Source: an optimization exercise on an open RTL-to-GDS flow (aim: small area, a short achievable clock period and few clock cycles per item). Production flows keep margins and buffers that such runs may drop.
In this exercise RTL edits were held to simulation tests only and were not proved equivalent to the original.

==> flow/design.v <==
`timescale 1ns / 1ps
package ggdc_pkg;
  localparam int CORDIC_STEPS_DEF = 16;
  localparam int ATAN_IW          = 5;    
  localparam int PC_W             = 3;
  localparam logic [1:0] OPN_TICK  = 2'd0;
  localparam logic [1:0] OPN_START = 2'd1;
  localparam logic [1:0] OPN_STOP  = 2'd2;
  localparam longint    PI_Q30       = 64'd3373259426;
  localparam int        PI_Q13       = 25736;
  localparam int        INV_GAIN_Q16 = 39797;
  localparam int        RECIP5_Q18   = 52429;   
  localparam int        TURN_MAX     = 3277;
  localparam int        DRV_TURN_MAX = 2048;
  localparam int        SPEED_MIN    = 819;
  localparam int        SPEED_MAX    = 3277;
  localparam int        SPEED_SAT_D  = 409;     
  typedef enum logic [2:0] {
    OP_IDLE, OP_ROTATE, OP_MUL_LO, OP_MUL_HI, OP_DIST, OP_DECIDE, OP_FINISH, OP_EMIT
  } op_t;
  typedef enum logic [1:0] {
    J_NEXT, J_DISPATCH, J_LOOP, J_WAIT_OUT
  } jmp_t;
  typedef logic [PC_W-1:0] pc_t;
  typedef struct packed {
    op_t  op;
    jmp_t jmp;
    pc_t  target;
  } ucode_t;
  typedef struct packed {
    logic go;
    logic stop;
    logic out_free;
  } cond_t;
  localparam pc_t PC_IDLE   = 3'd0;
  localparam pc_t PC_ROTATE = 3'd1;
  localparam pc_t PC_MUL_LO = 3'd2;
  localparam pc_t PC_MUL_HI = 3'd3;
  localparam pc_t PC_DIST   = 3'd4;
  localparam pc_t PC_DECIDE = 3'd5;
  localparam pc_t PC_FINISH = 3'd6;
  localparam pc_t PC_EMIT   = 3'd7;
endpackage
`timescale 1ns / 1ps
module ggdc_add #(
  parameter int W = 8,
  parameter int STYLE = 1
) (
  input  logic [W-1:0] a,
  input  logic [W-1:0] b,
  input  logic         ci,
  output logic [W-1:0] s
);
  if (STYLE == 0) begin : g_plain
    assign s = a + b + W'(ci);
  end else if (STYLE == 2) begin : g_ripple
    logic [W:0] c;
    always_comb begin
      c[0] = ci;
      for (int i = 0; i < W; i++) begin
        s[i]   = a[i] ^ b[i] ^ c[i];
        c[i+1] = (a[i] & b[i]) | (c[i] & (a[i] ^ b[i]));
      end
    end
  end else begin : g_bk
    localparam int L = $clog2(W);
    logic [W-1:0] p, g, gg, pp;
    always_comb begin
      p  = a ^ b;
      g  = a & b;
      gg = g;
      pp = p;
      gg[0] = g[0] | (p[0] & ci);
      for (int l = 0; l < L; l++) begin
        for (int i = (2 << l) - 1; i < W; i += (2 << l)) begin
          gg[i] = gg[i] | (pp[i] & gg[i - (1 << l)]);
          pp[i] = pp[i] & pp[i - (1 << l)];
        end
      end
      for (int l = L - 2; l >= 0; l--) begin
        for (int i = (3 << l) - 1; i < W; i += (2 << l)) begin
          gg[i] = gg[i] | (pp[i] & gg[i - (1 << l)]);
          pp[i] = pp[i] & pp[i - (1 << l)];
        end
      end
      s[0] = p[0] ^ ci;
      for (int i = 1; i < W; i++) s[i] = p[i] ^ gg[i-1];
    end
  end
endmodule
`timescale 1ns / 1ps
module go_to_goal_drive_controller_unit (
  input  logic        clk,
  input  logic        rst,
  input  logic        psel,
  input  logic        penable,
  input  logic        pwrite,
  input  logic [3:0]  paddr,
  input  logic [31:0] pwdata,
  output logic [31:0] prdata,
  output logic        pready,
  input  logic        s_tvalid,
  output logic        s_tready,
  input  logic [79:0] s_tdata,    
  input  logic [2:0]  s_tuser,    
  output logic        m_tvalid,
  input  logic        m_tready,
  output logic [31:0] m_tdata,    
  output logic [0:0]  m_tuser     
);
  localparam int ADD_STYLE = 1;
  localparam int TSTYLE    = 0;
  logic signed [31:0] goal_east, goal_north;
  logic [15:0]        arrive_radius;
  logic [14:0]        heading_tolerance;
  wire                cfg_wr = psel & penable & pwrite;
  assign pready = 1'b1;
  always_ff @(posedge clk) begin
    if (rst) begin
      goal_east         <= '0;
      goal_north        <= '0;
      arrive_radius     <= 16'd128;
      heading_tolerance <= 15'd1229;
    end else if (cfg_wr) begin
      case (paddr[3:2])
        2'd0:    goal_east         <= pwdata;
        2'd1:    goal_north        <= pwdata;
        2'd2:    arrive_radius     <= pwdata[15:0];
        default: heading_tolerance <= pwdata[14:0];
      endcase
    end
  end
  always_comb begin
    case (paddr[3:2])
      2'd0:    prdata = goal_east;
      2'd1:    prdata = goal_north;
      2'd2:    prdata = {16'b0, arrive_radius};
      default: prdata = {17'b0, heading_tolerance};
    endcase
  end
  wire adv      = ~m_tvalid | m_tready;
  assign s_tready = adv;
  wire in_acc   = s_tvalid & adv;
  wire in_start = s_tuser[1:0] == 2'd1;
  wire in_stop  = s_tuser[1:0] == 2'd2;
  wire in_tick  = (s_tuser[1:0] == 2'd0) & s_tuser[2];    
  logic [1:0] r1_k;    
  logic signed [15:0] r1_hd;
  logic signed [32:0] r1_dx;
  logic signed [32:0] r1_dy;
  logic  r1_dyz;
  always_ff @(posedge clk) begin
    if (rst) r1_k <= 2'd0;
    else if (adv) r1_k <= in_acc ? {in_tick | in_stop, in_tick | in_start} : 2'd0;
    if (adv) begin
      r1_hd <= s_tdata[79:64];
      r1_dx <= {goal_east[31], goal_east} - {s_tdata[31], s_tdata[31:0]};
      r1_dy <= {goal_north[31], goal_north} - {s_tdata[63], s_tdata[63:32]};
      r1_dyz <= goal_north == s_tdata[63:32];
    end
  end
  wire        c0_neg = r1_dx[32];
  wire        c0_dyn = r1_dy[32];
  wire        c0_dyz = r1_dyz;    
  wire        s_0    = c0_neg ? (c0_dyn | c0_dyz) : ~c0_dyn;    
  wire        c0_mx  = s_0 ^ c0_neg;
  wire [32:0] c0_ax  = r1_dx ^ {33{c0_neg}};
  wire [32:0] c0_ay  = r1_dy ^ {33{c0_dyn}};
  wire [32:0] c0_by  = r1_dy ^ {33{c0_neg}};
  wire [32:0] c0_bx  = r1_dx ^ {33{c0_mx}};
  wire [34:0] c0_x1  = {{2{c0_ax[32]}}, c0_ax} + {{2{c0_ay[32]}}, c0_ay} + {34'b0, c0_neg} + {34'b0, c0_dyn};
  wire [34:0] c0_y1  = {{2{c0_by[32]}}, c0_by} + {{2{c0_bx[32]}}, c0_bx} + {34'b0, c0_neg} + {34'b0, c0_mx};
  wire [1:0]  c0_q   = {c0_neg, ~c0_dyn};    
  wire [44:0] xn_0 = {c0_x1[32:0], 12'b0};
  wire signed [44:0] yn_0 = {c0_y1[32:0], 12'b0};
  logic [1:0] r2_k;    
  logic signed [15:0] r2_hd;
  logic [1:0] r2_q;
  logic [0:0] r2_s;
  logic [44:12] r2_x;
  logic signed [44:12] r2_y;
  always_ff @(posedge clk) begin
    if (rst) r2_k <= 2'd0;
    else if (adv) r2_k <= r1_k;
    if (adv) begin
      r2_hd <= r1_hd;
      r2_q <= c0_q;
      r2_s <= {s_0};
      r2_x <= xn_0[44:12];
      r2_y <= yn_0[44:12];
    end
  end
  wire [44:0] x_1 = {r2_x, 12'b0};
  wire signed [44:0] y_1 = {r2_y, 12'b0};
  wire s_1 = ~y_1[44];    
  wire signed [44:0] ysh_1 = y_1 >>> 1;
  wire [44:0] xsh_1 = x_1 >> 1;
  wire [45:0] xn_1;
  ggdc_add #(.W(46), .STYLE(ADD_STYLE)) u_ax1 (.a(46'(x_1)), .b(46'(ysh_1) ^ {46{~s_1}}), .ci(~s_1), .s(xn_1));
  wire signed [45:0] yn_1;
  ggdc_add #(.W(46), .STYLE(ADD_STYLE)) u_ay1 (.a(46'(y_1)), .b(46'({1'b0, xsh_1}) ^ {46{s_1}}), .ci(s_1), .s(yn_1));
  logic [1:0] r3_k;    
  logic signed [15:0] r3_hd;
  logic [1:0] r3_q;
  logic [1:0] r3_s;
  logic [45:11] r3_x;
  logic signed [45:11] r3_y;
  always_ff @(posedge clk) begin
    if (rst) r3_k <= 2'd0;
    else if (adv) r3_k <= r2_k;
    if (adv) begin
      r3_hd <= r2_hd;
      r3_q <= r2_q;
      r3_s <= {{s_1}, r2_s};
      r3_x <= xn_1[45:11];
      r3_y <= yn_1[45:11];
    end
  end
  wire [45:0] x_2 = {r3_x, 11'b0};
  wire signed [45:0] y_2 = {r3_y, 11'b0};
  wire s_2 = ~y_2[45];    
  wire signed [45:0] ysh_2 = y_2 >>> 2;
  wire [45:0] xsh_2 = x_2 >> 2;
  wire [45:0] xn_2;
  ggdc_add #(.W(46), .STYLE(ADD_STYLE)) u_ax2 (.a(46'(x_2)), .b(46'(ysh_2) ^ {46{~s_2}}), .ci(~s_2), .s(xn_2));
  wire signed [44:0] yn_2;
  ggdc_add #(.W(45), .STYLE(ADD_STYLE)) u_ay2 (.a(45'(y_2)), .b(45'({1'b0, xsh_2}) ^ {45{s_2}}), .ci(s_2), .s(yn_2));
  logic [1:0] r4_k;    
  logic signed [15:0] r4_hd;
  logic [1:0] r4_q;
  logic [2:0] r4_s;
  logic [45:9] r4_x;
  logic signed [44:9] r4_y;
  always_ff @(posedge clk) begin
    if (rst) r4_k <= 2'd0;
    else if (adv) r4_k <= r3_k;
    if (adv) begin
      r4_hd <= r3_hd;
      r4_q <= r3_q;
      r4_s <= {{s_2}, r3_s};
      r4_x <= xn_2[45:9];
      r4_y <= yn_2[44:9];
    end
  end
  wire [45:0] x_3 = {r4_x, 9'b0};
  wire signed [44:0] y_3 = {r4_y, 9'b0};
  wire s_3 = ~y_3[44];    
  wire signed [44:0] ysh_3 = y_3 >>> 3;
  wire [45:0] xsh_3 = x_3 >> 3;
  wire [45:0] xn_3;
  ggdc_add #(.W(46), .STYLE(ADD_STYLE)) u_ax3 (.a(46'(x_3)), .b(46'(ysh_3) ^ {46{~s_3}}), .ci(~s_3), .s(xn_3));
  wire signed [43:0] yn_3;
  ggdc_add #(.W(44), .STYLE(ADD_STYLE)) u_ay3 (.a(44'(y_3)), .b(44'({1'b0, xsh_3}) ^ {44{s_3}}), .ci(s_3), .s(yn_3));
  logic [1:0] r5_k;    
  logic signed [15:0] r5_hd;
  logic [1:0] r5_q;
  logic [3:0] r5_s;
  logic [45:6] r5_x;
  logic signed [43:6] r5_y;
  always_ff @(posedge clk) begin
    if (rst) r5_k <= 2'd0;
    else if (adv) r5_k <= r4_k;
    if (adv) begin
      r5_hd <= r4_hd;
      r5_q <= r4_q;
      r5_s <= {{s_3}, r4_s};
      r5_x <= xn_3[45:6];
      r5_y <= yn_3[43:6];
    end
  end
  wire [45:0] x_4 = {r5_x, 6'b0};
  wire signed [43:0] y_4 = {r5_y, 6'b0};
  wire s_4 = ~y_4[43];    
  wire signed [43:0] ysh_4 = y_4 >>> 4;
  wire [45:0] xsh_4 = x_4 >> 4;
  wire [45:0] xn_4;
  ggdc_add #(.W(46), .STYLE(ADD_STYLE)) u_ax4 (.a(46'(x_4)), .b(46'(ysh_4) ^ {46{~s_4}}), .ci(~s_4), .s(xn_4));
  wire signed [42:0] yn_4;
  ggdc_add #(.W(43), .STYLE(ADD_STYLE)) u_ay4 (.a(43'(y_4)), .b(43'({1'b0, xsh_4}) ^ {43{s_4}}), .ci(s_4), .s(yn_4));
  logic [1:0] r6_k;    
  logic signed [15:0] r6_hd;
  logic [1:0] r6_q;
  logic [4:0] r6_s;
  logic [45:2] r6_x;
  logic signed [42:2] r6_y;
  always_ff @(posedge clk) begin
    if (rst) r6_k <= 2'd0;
    else if (adv) r6_k <= r5_k;
    if (adv) begin
      r6_hd <= r5_hd;
      r6_q <= r5_q;
      r6_s <= {{s_4}, r5_s};
      r6_x <= xn_4[45:2];
      r6_y <= yn_4[42:2];
    end
  end
  wire [45:0] x_5 = {r6_x, 2'b0};
  wire signed [42:0] y_5 = {r6_y, 2'b0};
  wire s_5 = ~y_5[42];    
  wire signed [42:0] ysh_5 = y_5 >>> 5;
  wire [45:0] xsh_5 = x_5 >> 5;
  wire [45:0] xn_5;
  ggdc_add #(.W(46), .STYLE(ADD_STYLE)) u_ax5 (.a(46'(x_5)), .b(46'(ysh_5) ^ {46{~s_5}}), .ci(~s_5), .s(xn_5));
  wire signed [41:0] yn_5;
  ggdc_add #(.W(42), .STYLE(TSTYLE)) u_ay5 (.a(42'(y_5)), .b(42'({1'b0, xsh_5}) ^ {42{s_5}}), .ci(s_5), .s(yn_5));
  wire sgn_5 = yn_5[41];
  wire [40:0] yhn_5 = yn_5[40:0] ^ {41{sgn_5}};
  logic [1:0] r7_k;    
  logic signed [15:0] r7_hd;
  logic [1:0] r7_q;
  logic [5:0] r7_s;
  logic [45:0] r7_x;
  logic [40:0] r7_yh;
  logic  r7_sg;
  always_ff @(posedge clk) begin
    if (rst) r7_k <= 2'd0;
    else if (adv) r7_k <= r6_k;
    if (adv) begin
      r7_hd <= r6_hd;
      r7_q <= r6_q;
      r7_s <= {{s_5}, r6_s};
      r7_x <= xn_5[45:0];
      r7_yh <= yhn_5;
      r7_sg <= sgn_5;
    end
  end
  wire [45:0] x_6 = r7_x;
  wire [40:0] yh_6 = r7_yh;
  wire sg_6 = r7_sg;
  wire s_6 = ~sg_6;    
  wire [40:0] yhs_6 = yh_6 >> 6;
  wire [45:0] xsh_6 = x_6 >> 6;
  wire [45:0] xn_6;
  ggdc_add #(.W(46), .STYLE(ADD_STYLE)) u_ax6 (.a(46'(x_6)), .b(46'(yhs_6)), .ci(sg_6), .s(xn_6));
  wire [40:0] yd_6;
  ggdc_add #(.W(41), .STYLE(ADD_STYLE)) u_ay6 (.a(41'(yh_6)), .b(~(41'({1'b0, xsh_6}))), .ci(1'b1), .s(yd_6));
  wire sgn_6 = yd_6[40] ^ sg_6;
  wire [39:0] yhn_6 = yd_6[39:0] ^ {40{yd_6[40]}};
  logic [1:0] r8_k;    
  logic signed [15:0] r8_hd;
  logic [1:0] r8_q;
  logic [6:0] r8_s;
  logic [45:0] r8_x;
  logic [39:0] r8_yh;
  logic  r8_sg;
  always_ff @(posedge clk) begin
    if (rst) r8_k <= 2'd0;
    else if (adv) r8_k <= r7_k;
    if (adv) begin
      r8_hd <= r7_hd;
      r8_q <= r7_q;
      r8_s <= {{s_6}, r7_s};
      r8_x <= xn_6[45:0];
      r8_yh <= yhn_6;
      r8_sg <= sgn_6;
    end
  end
  wire [45:0] x_7 = r8_x;
  wire [39:0] yh_7 = r8_yh;
  wire sg_7 = r8_sg;
  wire s_7 = ~sg_7;    
  wire [39:0] yhs_7 = yh_7 >> 7;
  wire [45:0] xsh_7 = x_7 >> 7;
  wire [45:0] xn_7;
  ggdc_add #(.W(46), .STYLE(ADD_STYLE)) u_ax7 (.a(46'(x_7)), .b(46'(yhs_7)), .ci(sg_7), .s(xn_7));
  wire [39:0] yd_7;
  ggdc_add #(.W(40), .STYLE(ADD_STYLE)) u_ay7 (.a(40'(yh_7)), .b(~(40'({1'b0, xsh_7}))), .ci(1'b1), .s(yd_7));
  wire sgn_7 = yd_7[39] ^ sg_7;
  wire [38:0] yhn_7 = yd_7[38:0] ^ {39{yd_7[39]}};
  logic [1:0] r9_k;    
  logic signed [15:0] r9_hd;
  logic [1:0] r9_q;
  logic [7:0] r9_s;
  logic [45:0] r9_x;
  logic [38:0] r9_yh;
  logic  r9_sg;
  always_ff @(posedge clk) begin
    if (rst) r9_k <= 2'd0;
    else if (adv) r9_k <= r8_k;
    if (adv) begin
      r9_hd <= r8_hd;
      r9_q <= r8_q;
      r9_s <= {{s_7}, r8_s};
      r9_x <= xn_7[45:0];
      r9_yh <= yhn_7;
      r9_sg <= sgn_7;
    end
  end
  wire [45:0] x_8 = r9_x;
  wire [38:0] yh_8 = r9_yh;
  wire sg_8 = r9_sg;
  wire s_8 = ~sg_8;    
  wire [38:0] yhs_8 = yh_8 >> 8;
  wire [45:0] xsh_8 = x_8 >> 8;
  wire [45:0] xn_8;
  ggdc_add #(.W(46), .STYLE(ADD_STYLE)) u_ax8 (.a(46'(x_8)), .b(46'(yhs_8)), .ci(sg_8), .s(xn_8));
  wire [38:0] yd_8;
  ggdc_add #(.W(39), .STYLE(ADD_STYLE)) u_ay8 (.a(39'(yh_8)), .b(~(39'({1'b0, xsh_8}))), .ci(1'b1), .s(yd_8));
  wire sgn_8 = yd_8[38] ^ sg_8;
  wire [37:0] yhn_8 = yd_8[37:0] ^ {38{yd_8[38]}};
  logic [1:0] r10_k;    
  logic signed [15:0] r10_hd;
  logic [1:0] r10_q;
  logic [8:0] r10_s;
  logic [45:0] r10_x;
  logic [37:0] r10_yh;
  logic  r10_sg;
  always_ff @(posedge clk) begin
    if (rst) r10_k <= 2'd0;
    else if (adv) r10_k <= r9_k;
    if (adv) begin
      r10_hd <= r9_hd;
      r10_q <= r9_q;
      r10_s <= {{s_8}, r9_s};
      r10_x <= xn_8[45:0];
      r10_yh <= yhn_8;
      r10_sg <= sgn_8;
    end
  end
  wire [45:0] x_9 = r10_x;
  wire [37:0] yh_9 = r10_yh;
  wire sg_9 = r10_sg;
  wire s_9 = ~sg_9;    
  wire [37:0] yhs_9 = yh_9 >> 9;
  wire [45:0] xsh_9 = x_9 >> 9;
  wire [45:0] xn_9;
  ggdc_add #(.W(46), .STYLE(ADD_STYLE)) u_ax9 (.a(46'(x_9)), .b(46'(yhs_9)), .ci(sg_9), .s(xn_9));
  wire [37:0] yd_9;
  ggdc_add #(.W(38), .STYLE(ADD_STYLE)) u_ay9 (.a(38'(yh_9)), .b(~(38'({1'b0, xsh_9}))), .ci(1'b1), .s(yd_9));
  wire sgn_9 = yd_9[37] ^ sg_9;
  wire [36:0] yhn_9 = yd_9[36:0] ^ {37{yd_9[37]}};
  logic [1:0] r11_k;    
  logic signed [15:0] r11_hd;
  logic [1:0] r11_q;
  logic [9:0] r11_s;
  logic [45:0] r11_x;
  logic [36:0] r11_yh;
  logic  r11_sg;
  always_ff @(posedge clk) begin
    if (rst) r11_k <= 2'd0;
    else if (adv) r11_k <= r10_k;
    if (adv) begin
      r11_hd <= r10_hd;
      r11_q <= r10_q;
      r11_s <= {{s_9}, r10_s};
      r11_x <= xn_9[45:0];
      r11_yh <= yhn_9;
      r11_sg <= sgn_9;
    end
  end
  wire [45:0] x_10 = r11_x;
  wire [36:0] yh_10 = r11_yh;
  wire sg_10 = r11_sg;
  wire s_10 = ~sg_10;    
  wire [36:0] yhs_10 = yh_10 >> 10;
  wire [45:0] xsh_10 = x_10 >> 10;
  wire [45:0] xn_10;
  ggdc_add #(.W(46), .STYLE(ADD_STYLE)) u_ax10 (.a(46'(x_10)), .b(46'(yhs_10)), .ci(sg_10), .s(xn_10));
  wire [36:0] yd_10;
  ggdc_add #(.W(37), .STYLE(ADD_STYLE)) u_ay10 (.a(37'(yh_10)), .b(~(37'({1'b0, xsh_10}))), .ci(1'b1), .s(yd_10));
  wire sgn_10 = yd_10[36] ^ sg_10;
  wire [35:0] yhn_10 = yd_10[35:0] ^ {36{yd_10[36]}};
  logic [1:0] r12_k;    
  logic signed [15:0] r12_hd;
  logic [1:0] r12_q;
  logic [10:0] r12_s;
  logic [45:0] r12_x;
  logic [35:0] r12_yh;
  logic  r12_sg;
  always_ff @(posedge clk) begin
    if (rst) r12_k <= 2'd0;
    else if (adv) r12_k <= r11_k;
    if (adv) begin
      r12_hd <= r11_hd;
      r12_q <= r11_q;
      r12_s <= {{s_10}, r11_s};
      r12_x <= xn_10[45:0];
      r12_yh <= yhn_10;
      r12_sg <= sgn_10;
    end
  end
  wire [45:0] x_11 = r12_x;
  wire [35:0] yh_11 = r12_yh;
  wire sg_11 = r12_sg;
  wire s_11 = ~sg_11;    
  wire [35:0] yhs_11 = yh_11 >> 11;
  wire [45:0] xsh_11 = x_11 >> 11;
  wire [45:0] xn_11;
  ggdc_add #(.W(46), .STYLE(ADD_STYLE)) u_ax11 (.a(46'(x_11)), .b(46'(yhs_11)), .ci(sg_11), .s(xn_11));
  wire [35:0] yd_11;
  ggdc_add #(.W(36), .STYLE(ADD_STYLE)) u_ay11 (.a(36'(yh_11)), .b(~(36'({1'b0, xsh_11}))), .ci(1'b1), .s(yd_11));
  wire sgn_11 = yd_11[35] ^ sg_11;
  wire [34:0] yhn_11 = yd_11[34:0] ^ {35{yd_11[35]}};
  logic [1:0] r13_k;    
  logic signed [15:0] r13_hd;
  logic [1:0] r13_q;
  logic [11:0] r13_s;
  logic [45:0] r13_x;
  logic [34:0] r13_yh;
  logic  r13_sg;
  always_ff @(posedge clk) begin
    if (rst) r13_k <= 2'd0;
    else if (adv) r13_k <= r12_k;
    if (adv) begin
      r13_hd <= r12_hd;
      r13_q <= r12_q;
      r13_s <= {{s_11}, r12_s};
      r13_x <= xn_11[45:0];
      r13_yh <= yhn_11;
      r13_sg <= sgn_11;
    end
  end
  wire [45:0] x_12 = r13_x;
  wire [34:0] yh_12 = r13_yh;
  wire sg_12 = r13_sg;
  wire s_12 = ~sg_12;    
  wire [34:0] yhs_12 = yh_12 >> 12;
  wire [45:0] xsh_12 = x_12 >> 12;
  wire [45:0] xn_12;
  ggdc_add #(.W(46), .STYLE(ADD_STYLE)) u_ax12 (.a(46'(x_12)), .b(46'(yhs_12)), .ci(sg_12), .s(xn_12));
  wire [34:0] yd_12;
  ggdc_add #(.W(35), .STYLE(ADD_STYLE)) u_ay12 (.a(35'(yh_12)), .b(~(35'({1'b0, xsh_12}))), .ci(1'b1), .s(yd_12));
  wire sgn_12 = yd_12[34] ^ sg_12;
  wire [33:0] yhn_12 = yd_12[33:0] ^ {34{yd_12[34]}};
  logic [1:0] r14_k;    
  logic signed [15:0] r14_hd;
  logic [1:0] r14_q;
  logic [12:0] r14_s;
  logic [45:0] r14_x;
  logic [33:0] r14_yh;
  logic  r14_sg;
  always_ff @(posedge clk) begin
    if (rst) r14_k <= 2'd0;
    else if (adv) r14_k <= r13_k;
    if (adv) begin
      r14_hd <= r13_hd;
      r14_q <= r13_q;
      r14_s <= {{s_12}, r13_s};
      r14_x <= xn_12[45:0];
      r14_yh <= yhn_12;
      r14_sg <= sgn_12;
    end
  end
  wire [45:0] x_13 = r14_x;
  wire [33:0] yh_13 = r14_yh;
  wire sg_13 = r14_sg;
  wire s_13 = ~sg_13;    
  wire [33:0] yhs_13 = yh_13 >> 13;
  wire [45:0] xsh_13 = x_13 >> 13;
  wire [45:0] xn_13;
  ggdc_add #(.W(46), .STYLE(ADD_STYLE)) u_ax13 (.a(46'(x_13)), .b(46'(yhs_13)), .ci(sg_13), .s(xn_13));
  wire [33:0] yd_13;
  ggdc_add #(.W(34), .STYLE(ADD_STYLE)) u_ay13 (.a(34'(yh_13)), .b(~(34'({1'b0, xsh_13}))), .ci(1'b1), .s(yd_13));
  wire sgn_13 = yd_13[33] ^ sg_13;
  wire [32:0] yhn_13 = yd_13[32:0] ^ {33{yd_13[33]}};
  logic [1:0] r15_k;    
  logic signed [15:0] r15_hd;
  logic [1:0] r15_q;
  logic [13:0] r15_s;
  logic [45:0] r15_x;
  logic [32:0] r15_yh;
  logic  r15_sg;
  always_ff @(posedge clk) begin
    if (rst) r15_k <= 2'd0;
    else if (adv) r15_k <= r14_k;
    if (adv) begin
      r15_hd <= r14_hd;
      r15_q <= r14_q;
      r15_s <= {{s_13}, r14_s};
      r15_x <= xn_13[45:0];
      r15_yh <= yhn_13;
      r15_sg <= sgn_13;
    end
  end
  wire [45:0] x_14 = r15_x;
  wire [32:0] yh_14 = r15_yh;
  wire sg_14 = r15_sg;
  wire s_14 = ~sg_14;    
  wire [32:0] yhs_14 = yh_14 >> 14;
  wire [45:0] xsh_14 = x_14 >> 14;
  wire [45:0] xn_14;
  ggdc_add #(.W(46), .STYLE(ADD_STYLE)) u_ax14 (.a(46'(x_14)), .b(46'(yhs_14)), .ci(sg_14), .s(xn_14));
  wire [32:0] yd_14;
  ggdc_add #(.W(33), .STYLE(ADD_STYLE)) u_ay14 (.a(33'(yh_14)), .b(~(33'({1'b0, xsh_14}))), .ci(1'b1), .s(yd_14));
  wire sgn_14 = yd_14[32] ^ sg_14;
  wire [31:0] yhn_14 = yd_14[31:0] ^ {32{yd_14[32]}};
  logic [1:0] r16_k;    
  logic signed [15:0] r16_hd;
  logic [1:0] r16_q;
  logic [14:0] r16_s;
  logic [45:0] r16_x;
  logic [31:0] r16_yh;
  logic  r16_sg;
  always_ff @(posedge clk) begin
    if (rst) r16_k <= 2'd0;
    else if (adv) r16_k <= r15_k;
    if (adv) begin
      r16_hd <= r15_hd;
      r16_q <= r15_q;
      r16_s <= {{s_14}, r15_s};
      r16_x <= xn_14[45:0];
      r16_yh <= yhn_14;
      r16_sg <= sgn_14;
    end
  end
  wire [45:0] x_15 = r16_x;
  wire [31:0] yh_15 = r16_yh;
  wire sg_15 = r16_sg;
  wire s_15 = ~sg_15;    
  wire [31:0] yhs_15 = yh_15 >> 15;
  wire [45:0] xsh_15 = x_15 >> 15;
  wire [45:0] xn_15;
  ggdc_add #(.W(46), .STYLE(ADD_STYLE)) u_ax15 (.a(46'(x_15)), .b(46'(yhs_15)), .ci(sg_15), .s(xn_15));
  wire [31:0] yd_15;
  ggdc_add #(.W(32), .STYLE(ADD_STYLE)) u_ay15 (.a(32'(yh_15)), .b(~(32'({1'b0, xsh_15}))), .ci(1'b1), .s(yd_15));
  wire sgn_15 = yd_15[31] ^ sg_15;
  wire [30:0] yhn_15 = yd_15[30:0] ^ {31{yd_15[31]}};
  wire [14:0] sg = 15'({{s_15}, r16_s});    
  wire [4:0] ta_i = ~sg[4:0];
  logic [33:0] ta;
  always_comb begin
    case (ta_i)
      5'd0: ta = 34'd3609486738;
      5'd1: ta = 34'd1922857024;
      5'd2: ta = 34'd2613811080;
      5'd3: ta = 34'd927181366;
      5'd4: ta = 34'd3083399064;
      5'd5: ta = 34'd1396769350;
      5'd6: ta = 34'd2087723406;
      5'd7: ta = 34'd401093692;
      5'd8: ta = 34'd3342436420;
      5'd9: ta = 34'd1655806706;
      5'd10: ta = 34'd2346760762;
      5'd11: ta = 34'd660131048;
      5'd12: ta = 34'd2816348746;
      5'd13: ta = 34'd1129719032;
      5'd14: ta = 34'd1820673088;
      5'd15: ta = 34'd134043374;
      5'd16: ta = 34'd3475443364;
      5'd17: ta = 34'd1788813650;
      5'd18: ta = 34'd2479767706;
      5'd19: ta = 34'd793137992;
      5'd20: ta = 34'd2949355690;
      5'd21: ta = 34'd1262725976;
      5'd22: ta = 34'd1953680032;
      5'd23: ta = 34'd267050318;
      5'd24: ta = 34'd3208393046;
      5'd25: ta = 34'd1521763332;
      5'd26: ta = 34'd2212717388;
      5'd27: ta = 34'd526087674;
      5'd28: ta = 34'd2682305372;
      5'd29: ta = 34'd995675658;
      5'd30: ta = 34'd1686629714;
      5'd31: ta = 34'd0;
      default: ta = '0;
    endcase
  end
  wire [4:0] tb_i = ~sg[9:5];
  logic [33:0] tb;
  always_comb begin
    case (tb_i)
      5'd0: tb = 34'd129998472;
      5'd1: tb = 34'd62911440;
      5'd2: tb = 34'd96446770;
      5'd3: tb = 34'd29359738;
      5'd4: tb = 34'd113221598;
      5'd5: tb = 34'd46134566;
      5'd6: tb = 34'd79669896;
      5'd7: tb = 34'd12582864;
      5'd8: tb = 34'd121609906;
      5'd9: tb = 34'd54522874;
      5'd10: tb = 34'd88058204;
      5'd11: tb = 34'd20971172;
      5'd12: tb = 34'd104833032;
      5'd13: tb = 34'd37746000;
      5'd14: tb = 34'd71281330;
      5'd15: tb = 34'd4194298;
      5'd16: tb = 34'd125804174;
      5'd17: tb = 34'd58717142;
      5'd18: tb = 34'd92252472;
      5'd19: tb = 34'd25165440;
      5'd20: tb = 34'd109027300;
      5'd21: tb = 34'd41940268;
      5'd22: tb = 34'd75475598;
      5'd23: tb = 34'd8388566;
      5'd24: tb = 34'd117415608;
      5'd25: tb = 34'd50328576;
      5'd26: tb = 34'd83863906;
      5'd27: tb = 34'd16776874;
      5'd28: tb = 34'd100638734;
      5'd29: tb = 34'd33551702;
      5'd30: tb = 34'd67087032;
      5'd31: tb = 34'd0;
      default: tb = '0;
    endcase
  end
  logic [35:0] kq;
  always_comb begin
    case (r16_q)
      2'b11:   kq = 36'd1501649045;
      2'b10:   kq = 36'd63474606929;
      default: kq = 36'd66847866355;
    endcase
  end
  wire [35:0] zf = {14'b0, sg[10], sg[11], sg[12], sg[13], sg[14], 17'b0};    
  wire [35:0] zh = {~{{3{r16_hd[15]}}, r16_hd}, 17'b0};
  wire [35:0] zc_s0_0 = kq ^ 36'(ta) ^ 36'(tb);
  wire [35:0] zc_c0_0 = {((kq & 36'(ta)) | (kq & 36'(tb)) | (36'(ta) & 36'(tb)))} << 1;
  wire [35:0] zc_s1_0 = zc_s0_0 ^ zc_c0_0 ^ zf;
  wire [35:0] zc_c1_0 = {((zc_s0_0 & zc_c0_0) | (zc_s0_0 & zf) | (zc_c0_0 & zf))} << 1;
  wire [35:0] zc_s2_0 = zc_s1_0 ^ zc_c1_0 ^ zh;
  wire [35:0] zc_c2_0 = {((zc_s1_0 & zc_c1_0) | (zc_s1_0 & zh) | (zc_c1_0 & zh))} << 1;
  wire [17:0] zlo;
  ggdc_add #(.W(18), .STYLE(ADD_STYLE)) u_zl (.a({1'b0, zc_s2_0[16:0]}), .b({1'b0, zc_c2_0[16:0]}), .ci(1'b0), .s(zlo));
  wire [18:0] zhs = zc_s2_0[35:17];
  wire [18:0] zhc = zc_c2_0[35:17];
  wire xbig_15 = (|x_15[45:29]) | xn_15[29];
  logic [1:0] r17_k;    
  logic  r17_s15;
  logic [18:0] r17_zhs;
  logic [18:0] r17_zhc;
  logic  r17_zca;
  logic  r17_zl16;
  logic [28:0] r17_x;
  logic  r17_big;
  always_ff @(posedge clk) begin
    if (rst) r17_k <= 2'd0;
    else if (adv) r17_k <= r16_k;
    if (adv) begin
      r17_s15 <= s_15;
      r17_zhs <= zhs;
      r17_zhc <= zhc;
      r17_zca <= zlo[17];
      r17_zl16 <= zlo[16];
      r17_x <= xn_15[28:0];
      r17_big <= xbig_15;
    end
  end
  wire        zc2 = r17_zl16 & r17_s15;    
  wire [18:0] zk  = {17'b0, zc2 & r17_zca, zc2 ^ r17_zca};
  wire [18:0] ec_s0_0 = r17_zhs ^ r17_zhc ^ zk;
  wire [18:0] ec_c0_0 = {((r17_zhs & r17_zhc) | (r17_zhs & zk) | (r17_zhc & zk))} << 1;
  wire signed [18:0] err_raw;
  ggdc_add #(.W(19), .STYLE(ADD_STYLE)) u_er (.a(ec_s0_0), .b(ec_c0_0), .ci(1'b0), .s(err_raw));
  wire        dbig = r17_big;
  wire [45:0] dx29 = 46'(r17_x);
  wire [45:0] dc_s0_0 = (dx29 << 15) ^ (dx29 << 13) ^ (dx29 << 2);
  wire [45:0] dc_c0_0 = {(((dx29 << 15) & (dx29 << 13)) | ((dx29 << 15) & (dx29 << 2)) | ((dx29 << 13) & (dx29 << 2)))} << 1;
  wire [45:0] dc_s0_3 = dx29 ^ ~(dx29 << 10) ^ ~(dx29 << 7);
  wire [45:0] dc_c0_3 = {((dx29 & ~(dx29 << 10)) | (dx29 & ~(dx29 << 7)) | (~(dx29 << 10) & ~(dx29 << 7)))} << 1;
  wire [45:0] dc_s1_0 = dc_s0_0 ^ dc_c0_0 ^ dc_s0_3;
  wire [45:0] dc_c1_0 = {((dc_s0_0 & dc_c0_0) | (dc_s0_0 & dc_s0_3) | (dc_c0_0 & dc_s0_3))} << 1;
  wire [45:0] dc_s1_3 = dc_c0_3 ^ ~(dx29 << 4) ^ 46'd134217731;
  wire [45:0] dc_c1_3 = {((dc_c0_3 & ~(dx29 << 4)) | (dc_c0_3 & 46'd134217731) | (~(dx29 << 4) & 46'd134217731))} << 1;
  wire [45:0] dc_s2_0 = dc_s1_0 ^ dc_c1_0 ^ dc_s1_3;
  wire [45:0] dc_c2_0 = {((dc_s1_0 & dc_c1_0) | (dc_s1_0 & dc_s1_3) | (dc_c1_0 & dc_s1_3))} << 1;
  wire [45:0] dc_s3_0 = dc_s2_0 ^ dc_c2_0 ^ dc_c1_3;
  wire [45:0] dc_c3_0 = {((dc_s2_0 & dc_c2_0) | (dc_s2_0 & dc_c1_3) | (dc_c2_0 & dc_c1_3))} << 1;
  wire [28:0] dlo;
  ggdc_add #(.W(29), .STYLE(ADD_STYLE)) u_dl (.a({1'b0, dc_s3_0[27:0]}), .b({1'b0, dc_c3_0[27:0]}), .ci(1'b0), .s(dlo));
  logic [1:0] r18_k;    
  logic signed [18:0] r18_err;
  logic [16:0] r18_ds;
  logic [16:0] r18_dc;
  logic  r18_dcy;
  logic  r18_big;
  always_ff @(posedge clk) begin
    if (rst) r18_k <= 2'd0;
    else if (adv) r18_k <= r17_k;
    if (adv) begin
      r18_err <= err_raw;
      r18_ds <= dc_s3_0[44:28];
      r18_dc <= dc_c3_0[44:28];
      r18_dcy <= dlo[28];
      r18_big <= dbig;
    end
  end
  wire [16:0] dval;
  ggdc_add #(.W(17), .STYLE(ADD_STYLE)) u_dh (.a(r18_ds), .b(r18_dc), .ci(r18_dcy), .s(dval));
  localparam logic signed [18:0] PI_E   = 19'sd25736;
  localparam logic signed [18:0] TWO_PI = 19'sd51472;
  logic signed [18:0] err_w;
  always_comb begin
    if (r18_err > PI_E)       err_w = r18_err - TWO_PI;
    else if (r18_err < -PI_E) err_w = r18_err + TWO_PI;
    else                       err_w = r18_err;
  end
  wire        e_neg = err_w[18];
  wire [15:0] e_mag = 16'(e_neg ? -err_w : err_w);      
  wire        reach = ~r18_big & ({1'b0, dval} < {2'b0, arrive_radius});
  wire        d_hi  = r18_big | (dval > 17'd409);
  wire        d_lo  = dval < 17'd103;                   
  logic [1:0] r19_k;    
  logic  r19_reach;
  logic  r19_hi;
  logic  r19_lo;
  logic  r19_neg;
  logic [15:0] r19_mag;
  logic [8:0] r19_d;
  always_ff @(posedge clk) begin
    if (rst) r19_k <= 2'd0;
    else if (adv) r19_k <= r18_k;
    if (adv) begin
      r19_reach <= reach;
      r19_hi <= d_hi;
      r19_lo <= d_lo;
      r19_neg <= e_neg;
      r19_mag <= e_mag;
      r19_d <= dval[8:0];
    end
  end
  wire        spin   = {1'b0, r19_mag} > {2'b0, heading_tolerance};
  wire [17:0] spin_t = (18'(r19_mag) + {1'b0, r19_mag, 1'b0} + 18'd2) >> 2;    
  wire        f_sat  = r19_mag >= 16'd5119;
  wire [27:0] f_m    = 28'(r19_mag[12:0]);
  wire [27:0] fc_s0_0 = (f_m << 14) ^ (f_m << 13) ^ (f_m << 10);
  wire [27:0] fc_c0_0 = {(((f_m << 14) & (f_m << 13)) | ((f_m << 14) & (f_m << 10)) | ((f_m << 13) & (f_m << 10)))} << 1;
  wire [27:0] fc_s0_3 = (f_m << 9) ^ (f_m << 6) ^ (f_m << 5);
  wire [27:0] fc_c0_3 = {(((f_m << 9) & (f_m << 6)) | ((f_m << 9) & (f_m << 5)) | ((f_m << 6) & (f_m << 5)))} << 1;
  wire [27:0] fc_s1_0 = fc_s0_0 ^ fc_c0_0 ^ fc_s0_3;
  wire [27:0] fc_c1_0 = {((fc_s0_0 & fc_c0_0) | (fc_s0_0 & fc_s0_3) | (fc_c0_0 & fc_s0_3))} << 1;
  wire [27:0] fc_s1_3 = fc_c0_3 ^ (f_m << 3) ^ 28'd26216;
  wire [27:0] fc_c1_3 = {((fc_c0_3 & (f_m << 3)) | (fc_c0_3 & 28'd26216) | ((f_m << 3) & 28'd26216))} << 1;
  wire [27:0] fc_s2_0 = fc_s1_0 ^ fc_c1_0 ^ fc_s1_3;
  wire [27:0] fc_c2_0 = {((fc_s1_0 & fc_c1_0) | (fc_s1_0 & fc_s1_3) | (fc_c1_0 & fc_s1_3))} << 1;
  wire [27:0] fc_s3_0 = fc_s2_0 ^ fc_c2_0 ^ fc_c1_3;
  wire [27:0] fc_c3_0 = {((fc_s2_0 & fc_c2_0) | (fc_s2_0 & fc_c1_3) | (fc_c2_0 & fc_c1_3))} << 1;
  wire [16:0] f_lo;
  ggdc_add #(.W(17), .STYLE(ADD_STYLE)) u_fl (.a({1'b0, fc_s3_0[15:0]}), .b({1'b0, fc_c3_0[15:0]}), .ci(1'b0), .s(f_lo));
  wire [11:0] f_s = fc_s3_0[27:16];
  wire [11:0] f_c = fc_c3_0[27:16];
  wire        spin_sat = r19_mag >= 16'd4370;                
  wire [11:0] spd = r19_hi ? 12'd3277 : (r19_lo ? 12'd819 : {r19_d, 3'b0});
  logic [1:0] r20_k;    
  logic  r20_reach;
  logic  r20_neg;
  logic  r20_spin;
  logic  r20_ssat;
  logic  r20_fsat;
  logic [11:0] r20_st;
  logic [11:0] r20_fs;
  logic [11:0] r20_fc;
  logic  r20_fcy;
  logic [11:0] r20_spd;
  always_ff @(posedge clk) begin
    if (rst) r20_k <= 2'd0;
    else if (adv) r20_k <= r19_k;
    if (adv) begin
      r20_reach <= r19_reach;
      r20_neg <= r19_neg;
      r20_spin <= spin;
      r20_ssat <= spin_sat;
      r20_fsat <= f_sat;
      r20_st <= spin_t[11:0];
      r20_fs <= f_s;
      r20_fc <= f_c;
      r20_fcy <= f_lo[16];
      r20_spd <= spd;
    end
  end
  wire [11:0] f_q;
  ggdc_add #(.W(12), .STYLE(ADD_STYLE)) u_fh (.a(r20_fs), .b(r20_fc), .ci(r20_fcy), .s(f_q));    
  wire [11:0] t_mag = r20_spin ? (r20_ssat ? 12'd3277 : r20_st) : (r20_fsat ? 12'd2048 : f_q);
  wire [11:0] o_spd = r20_spin ? 12'd0 : r20_spd;
  logic armed;
  wire  q_v = (|r20_k), q_tick = (&r20_k), q_stop = (r20_k == 2'd2);
  wire  tick_live = q_v & q_tick & armed;
  wire  beat      = q_v & (q_stop | tick_live);
  logic [11:0] o_speed;
  logic [12:0] o_turn;
  logic        o_arr;
  always_ff @(posedge clk) begin
    if (rst) begin
      armed    <= 1'b0;
      m_tvalid <= 1'b0;
    end else if (adv) begin
      m_tvalid <= beat;
      if (q_v & ~q_tick & ~q_stop) armed <= 1'b1;    
      else if (q_v & q_stop)       armed <= 1'b0;    
      else if (tick_live & r20_reach)       armed <= 1'b0;    
    end
    if (adv) begin
      if (~tick_live | r20_reach) begin
        o_speed <= '0;
        o_turn  <= '0;
      end else begin
        o_speed <= o_spd;
        o_turn  <= r20_neg ? -{1'b0, t_mag} : {1'b0, t_mag};
      end
      o_arr <= tick_live & r20_reach;
    end
  end
  assign m_tdata = {7'b0, o_turn, o_speed};
  assign m_tuser = o_arr;
endmodule
==> flow/run.sh <==
#!/bin/bash
# synth_recipe.tcl (not shown) runs the flow's synth.tcl, then flattens the netlist and writes it again
# the make line also repeats each setting of config.mk as NAME=value (left out here)
make -C /OpenROAD-flow-scripts/flow DESIGN_CONFIG=/design/flow/config.mk WORK_HOME=/design/flow/orfs CLKGATE_MAP_FILE= SYNTH_SCRIPT=/design/flow/synth_recipe.tcl finish
==> flow/config.mk <==
export PLATFORM = sky130hd
export DESIGN_NAME = go_to_goal_drive_controller_unit
export DESIGN_NICKNAME = go_to_goal_drive_controller_unit
export VERILOG_FILES = /design/flow/design.v
export SDC_FILE = /design/flow/constraint.sdc
export NUM_CORES = 4
export LEC_CHECK = 0
export CAP_MARGIN = 20
export CORE_MARGIN = 2
export CORE_UTILIZATION = 40
export CTS_BUF_LIST = sky130_fd_sc_hd__clkbuf_16
export CTS_CLUSTER_DIAMETER = 80
export CTS_CLUSTER_SIZE = 20
export SETUP_SLACK_MARGIN = 5
export SLEW_MARGIN = 20
==> flow/constraint.sdc <==
create_clock -name core_clock -period 10.0 [get_ports {clk}]
set_input_delay 2.0000 -clock core_clock [delete_from_list [all_inputs] [get_ports {clk}]]
set_output_delay 2.0000 -clock core_clock [all_outputs]
set_load 0.01 [all_outputs]
==> results_dict.tcl <==
set metrics [dict create \
    synth_cell_types 92 \
    synth_seq_cells 2035 \
    path_class "in2out" \
    critical_path.top_delay_family "multiplexers" \
    grt_use_total 0.185 \
    slew_headroom 0.259 \
    finalHoldViolCount 0 \
    drt-vias-per-instance 5.07 \
    status "complete, no violations" \
    critical_path_required_ns 8.00 \
    synth_warnings 34 \
    die_h_um 586 \
    worstSetupStartpointType "input pin" \
    clk_pin_slew_ns 0.08 \
    clock_sinks 2035 \
    gp_congestion 0.906 \
    tns_ns 0 \
    grt_max_degree 208 \
    ant_nets 0 \
    final_common_cell "edfxtp_1" \
    grt-ovfl-total 0 \
    finalSetupViolCount 0 \
    drt_iter0_markers 4979 \
    finalMaxSlewViolations 0 \
    cts-buffers-inserted 152 \
    fin_nets 14058 \
    holdPathStages 0 \
    synth_top_cell_area_share 0.420 \
    synth.avg_cell_area_um2 11.9 \
    route.vias.total 82633 \
    synthFlopType "edfxtp_1" \
    place_inst 15936 \
    synth_area_leader_cell "edfxtp_1" \
    cts_tree "done" \
    dieArea_um2 344000 \
    finClkSkew_ns 0.0496 \
    grt_pass1_wl_um 496000 \
    maxCapViolCount 0 \
    drc_errors 0 \
    firstDrtPassIters 6 \
    dpl.hpwl_um 250000 \
    tightestPinTransition_ns 1.11 \
    area.growth.synth_to_final_pct 10.9 \
    rsz0062_at_grt "true" \
    worstSkewPairLatency_ns 0.87 \
    grt_pass1_vias 85975 \
    die_w_um 586 \
    max_stage_delay_ns 0.54 \
    layout-drive-gt1-share 0.0559 \
    start_util 0.402 \
    cts-root-buf "clkbuf_16" \
    crit_fanout 5 \
    cp_num_cells 5 \
    antenna_found_initial 16 \
    fin_crit_sh 0.506 \
    async_reset_ff_frac 0 \
    final_cell_mix "edfxtp_1 (1898), inv_1 (1591), ha_1 (1541)" \
    min_period_ns 5.06 \
    core_um2 337000 \
    yosysSeqAreaShare 0.441 \
    path_common_cell "buf_12" \
    port_buffers 183 \
    hp-class "reg2reg" \
    fmax_mhz 197 \
    htree_levels 4 \
    syn_area_um2 136000 \
    rows 213 \
    reg2reg_depth 15 \
    synth_cells 11379 \
    end_kind "primary output" \
    path_cells "buf_12 -> buf_12 -> buf_8 -> mux4_2 -> buf_6" \
    synth_area_leaders "edfxtp_1 (42%), ha_1 (14%), fa_1 (10%)" \
    crit_buf_inv 4 \
    cp_slowest_cell "mux4_2" \
    ios 194 \
    fin_cells 16299 \
    synth-edff-count 1898 \
    wl_per_cell_um 19.6 \
    drt_wl_total_um 320000 \
    arrival_ns 3.06 \
    cts_buffer_depth 4 \
]
worst reg2reg max path, delay by kind of cell (launching register included):
| family | cells | cell delay [ns] |
|---|---|---|
| buf+inv | 2 | 0.30 |
| compound gates | 4 | 0.67 |
| fa+ha+maj | 5 | 2.47 |
| flops | 1 | 0.54 |
| simple gates | 4 | 0.69 |
routing by layer:
layer	GRT usage	up-vias	wire length, um
met5	0	-	41
met1	0.237	40911	139000
met3	0.0174	456	10100
li1	-	39954	-
met2	0.331	1306	161000
met4	0.0520	6	9970
cells in the mapped netlist (all sizes together), types with 15 or more instances:
library cell,n
edfxtp,1898
inv,1601
ha,1550
xnor2,937
fa,700
xor2,685
a21oi,661
nand2,527
a21o,431
nor2,357
o21ai,296
dfxtp,137
clkbuf,130
nand3,116
nand2b,115
o21bai,106
nor2b,99
o21a,99
nor3,96
nand4,93
buf,81
and3,68
a31oi,58
a211oi,44
and2,36
nor4,31
mux2i,29
o31ai,26
or2,26
o211ai,23
a31o,22
and4,21
mux4,18
or3,18
a221oi,16
o31a,16
o22ai,15
final timing paths:
kind	startpoint	end	slack [ns]
worst max-delay path	paddr[2]	prdata[5]	4.94
worst min-delay path	r5_hd[1]$_DFFE_PN_	r6_hd[1]$_DFFE_PN_	0.40
worst max register to register	r17_x[17]$_DFFE_PN_	r18_dcy$_DFFE_PN_	5.21
worst min register to register	r5_hd[1]$_DFFE_PN_	r6_hd[1]$_DFFE_PN_	0.40
metrics by stage:
stage	hold slack [ns]	worst slack (ns)	cell area (um^2)	util
floorplan	0.400	1.22	136000	-
global placement	0.401	3.58	143000	0.424
detailed placement	0.405	3.49	143000	0.424
CTS	0.401	4.82	149000	0.442
global route	0.404	4.94	150000	0.446
finish	0.405	4.94	150000	0.446
cells by family after synthesis:
logic type / after synthesis / share of synthesized area
AOI/OAI and AO/OA: 1953 / 0.0923
xor gates and xnor gates: 1622 / 0.105
adders and majority gates: 2251 / 0.247
buffers and inverters: 1813 / 0.0508
DFF: 2035 / 0.441
muxes: 53 / 0.00563
other: 2 / 0.0000554
and+or+nand+nor: 1650 / 0.0590
what timing repair did:
action,4_1_cts,5_1_grt
resized for setup,217,154
hold buffers,0,0
endpoints found under the setup margin,1248,811
pin swaps,12,43
gates cloned,8,10
setup buffers,49,39
final cells by class:
type                       instances  area [um^2]
inverter                        1602         6070
multi-input combinational       7537        69900
tap                             4515         5650
timing repair inverter             4         40.0
clock buffer                     157         3930
sequential                      2035        59700
timing repair buffer             350         3870
clock inverter                    93         1120
antenna                            6         15.0
fill                           30701       187000
state kept, by name (all words and copies together), names as in the netlist, 36 cells and up:
signal and flops:
r9_yh 39, r11_yh 37, r9_x 46, r12_x 46, r4_y 36, r16_x 46, r6_y 41, r15_x 46
r7_x 46, r13_x 46, r12_yh 36, r8_yh 40, r5_y 38, r6_x 44, r14_x 46, r10_yh 38
r5_x 40, r8_x 46, r7_yh 41, r11_x 46, r4_x 37, r10_x 46
Testbench counts, summed over its fixed seeds: cycles 3,160, items 2,603.

what the ideal ports hide:
The flow's constraints put no driver on any port. The routed layout listed below was extracted and timed again, unchanged, in two steps.
Step 1 sets driving cells, clkbuf_16 on the clock port and buf_2 on the other inputs (assumed; they add their load-dependent delay and slew).
Step 2 times the ports against the registers' clock, not the clock port: input delays grow and output delays shrink by t, the midpoint of the rising clock arrivals with the driver on.
a / b / c = no drivers / after step 1 / after step 2; a / b = the first two.
t (ns): 0.943
setup slack, ns: 4.935 / 4.822 / 4.162
worst setup path after step 2: input to register
worst data-port slew with drivers (ns): 0.21
cell pins on the clock port's net: 1
After both steps this run still meets setup and hold. For this run, drivers alone change the setup slack by -0.113 ns; drivers and shift together by -0.773 ns.
